This is an optimization exercise on Yosys and OpenROAD, whose aim is small area, a short achievable clock period and few clock cycles, not a production implementation.

==> inputs of job 8627 <==
## systolic_mac_top
module systolic_mac_top (
    input  logic                                     clk,
    input  logic                                     rst,
    input  logic                                     in_req,
    input  logic                                     in_first,
    input  logic                                     in_last,
    input  logic [GRID_SIZE*DATA_WIDTH-1:0]          a_col,
    input  logic [GRID_SIZE*DATA_WIDTH-1:0]          b_row,
    output logic                                     in_ack,
    output logic [GRID_SIZE*GRID_SIZE*ACC_WIDTH-1:0] c_mat,
    output logic                                     done
);
==> module operand_prep, before the edit <==
module operand_prep (
    input  logic                            clk,
    input  logic                            rst,
    input  logic                            in_req,
    input  logic                            in_first,
    input  logic                            in_last,
    input  logic [GRID_SIZE*DATA_WIDTH-1:0] a_col,
    input  logic [GRID_SIZE*DATA_WIDTH-1:0] b_row,
    output logic                            in_ack,
    output logic                            start,
    output logic                            acc_en,
    output logic                            acc_clear,
    output logic                            acc_clear_d,
    output logic                            acc_fin,
    output logic [HALF*DVEC_WIDTH-1:0]      a_op,
    output logic [GRID_SIZE*DATA_WIDTH-1:0] b_op
);
    function automatic logic [2:0] booth_digit(input logic [2:0] g);
        booth_digit[0] = g[1] ^ g[0];
        booth_digit[1] = (g[2] & ~g[1] & ~g[0]) | (~g[2] & g[1] & g[0]);
        booth_digit[2] = g[2];
    endfunction
    function automatic logic [DVEC_WIDTH-1:0] booth_recode(input logic [DATA_WIDTH-1:0] v);
        logic [DATA_WIDTH:0] ext;
        ext = {v, 1'b0};
        for (int k = 0; k < NUM_DIGITS; k++) begin
            booth_recode[3*k +: 3] = booth_digit(ext[2*k +: 3]);
        end
    endfunction
    logic                       accept;
    logic                       ph_a;
    logic                       ph_b;
    logic                       ph_c;
    logic                       run_first;
    logic                       run_last;
    logic                       last_d;
    logic [HALF*DVEC_WIDTH-1:0] a_hi_dig;
    logic [HALF*DVEC_WIDTH-1:0] a_lo_dig;
    logic [HALF*DVEC_WIDTH-1:0] a_lo_q;
    assign accept = in_req & ~in_ack;
    assign start  = accept & in_first;
    always_ff @(posedge clk or negedge rst) begin
        if (!rst) begin
            in_ack <= 1'b0;
            ph_a   <= 1'b0;
            ph_b   <= 1'b0;
            ph_c   <= 1'b0;
            acc_en <= 1'b0;
        end else begin
            in_ack <= in_req;
            ph_a   <= accept;
            ph_b   <= ph_a;
            ph_c   <= ph_b;
            acc_en <= ph_a | ph_b;
        end
    end
    always_comb begin
        for (int r = 0; r < HALF; r++) begin
            a_hi_dig[r*DVEC_WIDTH +: DVEC_WIDTH] = booth_recode(a_col[(r+HALF)*DATA_WIDTH +: DATA_WIDTH]);
            a_lo_dig[r*DVEC_WIDTH +: DVEC_WIDTH] = booth_recode(a_col[r*DATA_WIDTH +: DATA_WIDTH]);
        end
    end
    always_ff @(posedge clk) begin
        a_lo_q <= a_lo_dig;
        a_op   <= accept ? a_hi_dig : a_lo_q;
    end
    always_ff @(posedge clk) begin
        if (accept) begin
            run_first <= in_first;
            run_last  <= in_last;
            b_op      <= b_row;
        end
        if (ph_a) begin
            last_d  <= run_last;
        end
        acc_clear_d <= run_first;
    end
    assign acc_clear = run_first;
    assign acc_fin   = ph_c & last_d;
endmodule
==> flow/config.mk <==
export PLATFORM = sky130hd
export DESIGN_NAME = systolic_mac_top
export DESIGN_NICKNAME = systolic_mac_top
export VERILOG_FILES = /design/flow/design.v
export SDC_FILE = /design/flow/constraint.sdc
export NUM_CORES = 4
export LEC_CHECK = 0
export CAP_MARGIN = 20
export CORE_MARGIN = 2
export CORE_UTILIZATION = 40
export SETUP_SLACK_MARGIN = 2.5
export SLEW_MARGIN = 20
export TNS_END_PERCENT = 100
==> flow/constraint.sdc <==
create_clock -name core_clock -period 5.5 [get_ports {clk}]
set_input_delay 1.1000 -clock core_clock [delete_from_list [all_inputs] [get_ports {clk}]]
set_output_delay 1.1000 -clock core_clock [all_outputs]
set_load 0.01 [all_outputs]
standard.sh (not shown) runs the stock make flow with config.mk's settings and CLKGATE_MAP_FILE= SYNTH_SCRIPT=/design/flow/synth_recipe.tcl, a recipe that flattens the netlist after the stock synthesis.
==> flow/flow/run.sh <==
#!/bin/bash
# The standard layout (the standard.sh, standard synthesis included), with one change:
# the buffers that placement puts on every input and output port are sky130_fd_sc_hd__buf_2
# instead of the delay cell ORFS picks by default (clkdlybuf4s50_1, twice the area of buf_2).
set -euo pipefail
bash standard.sh 'BUFFER_PORTS_ARGS=-buffer_cell sky130_fd_sc_hd__buf_2' finish > standard_flow.log 2>&1
==> job 6171 (differences from job 8627) <==
--- a/flow/design.v
+++ b/flow/design.v
@@ -47,5 +47,5 @@
     logic [HALF*DVEC_WIDTH-1:0] a_hi_dig;
     logic [HALF*DVEC_WIDTH-1:0] a_lo_dig;
-    logic [HALF*DVEC_WIDTH-1:0] a_lo_q;
+    logic [HALF*DATA_WIDTH-1:0] a_lo_q;
     assign accept = in_req & ~in_ack;
     assign start  = accept & in_first;
@@ -68,10 +68,10 @@
         for (int r = 0; r < HALF; r++) begin
             a_hi_dig[r*DVEC_WIDTH +: DVEC_WIDTH] = booth_recode(a_col[(r+HALF)*DATA_WIDTH +: DATA_WIDTH]);
-            a_lo_dig[r*DVEC_WIDTH +: DVEC_WIDTH] = booth_recode(a_col[r*DATA_WIDTH +: DATA_WIDTH]);
+            a_lo_dig[r*DVEC_WIDTH +: DVEC_WIDTH] = booth_recode(a_lo_q[r*DATA_WIDTH +: DATA_WIDTH]);
         end
     end
     always_ff @(posedge clk) begin
-        a_lo_q <= a_lo_dig;
-        a_op   <= accept ? a_hi_dig : a_lo_q;
+        a_lo_q <= a_col[0 +: HALF*DATA_WIDTH];
+        a_op   <= accept ? a_hi_dig : a_lo_dig;
     end
     always_ff @(posedge clk) begin
==> flow/flow/run.sh (replaced) <==
#!/bin/bash
# The standard layout (the standard.sh, standard synthesis included), with one change:
# the buffers that placement puts on every input and output port are sky130_fd_sc_hd__buf_1
# instead of the delay cell ORFS picks by default (clkdlybuf4s50_1, twice the area of buf_2).
set -euo pipefail
bash standard.sh 'BUFFER_PORTS_ARGS=-buffer_cell sky130_fd_sc_hd__buf_1' finish > standard_flow.log 2>&1
Settings changed: CTS_CLUSTER_DIAMETER set to 100, CTS_CLUSTER_SIZE set to 20, SETUP_SLACK_MARGIN 2.5 to 2.7.
==> run summary <==
Synth top cells by count=393 x dfxtp_1, 282 x inv_1, 272 x fa_1; most common cell after layout, fill and taps aside=buf_1; setup repair bufs after CTS=130; Data buffer area share=8.768%; row count=108; Synth Area in Simple Gates=5.443%; WP data arrival=3.60 ns; post-synthesis adder-cell area fraction=23.62%; status=timing/DRC/antenna clean; die outline area=90490 sq um; met3 routed WL=3.556 mm
the above is filed under job 6171

==> run summary <==
setup repair bufs after CTS=53; post-synthesis adder-cell area fraction=23.45%; met3 routed WL=5.250 mm; Data buffer area share=8.345%; Synth Area in Simple Gates=6.257%; WP data arrival=3.42 ns; status=timing/DRC/antenna clean
the above is filed under job 8627

No run of this note included a check of the RTL's function; only the layout flow was run.

-- afterwards: timing with drivers on the ports --
How much do the figures lean on ideal ports? The routed layouts below were timed once more, with nothing changed but the port constraints. Step 1 (the two cells are an assumption about what drives the block):
set clk [get_ports {clk}]
set_driving_cell -lib_cell sky130_fd_sc_hd__clkbuf_16 $clk
set_driving_cell -lib_cell sky130_fd_sc_hd__buf_2 [delete_from_list [all_inputs] $clk]
Step 2, shift: input delay + t, output delay - t, t = (earliest + latest rising clock arrival at the registers) / 2. This alone moves slack from input paths to output paths. Three values: no drivers, after step 1, after step 2; two values: the first two.
run | shift t [ns] | setup slack, ns | clock arrival spread, ns | worst data-port slew with drivers (ns)
job 8627 | 0.683 | 2.442 / 2.442 / 2.442 | 0.027 / 0.027 | 0.10
job 6171 | 0.647 | 2.249 / 2.249 / 2.249 | 0.023 / 0.023 | 0.11
After both steps setup and hold are still met in every run listed.
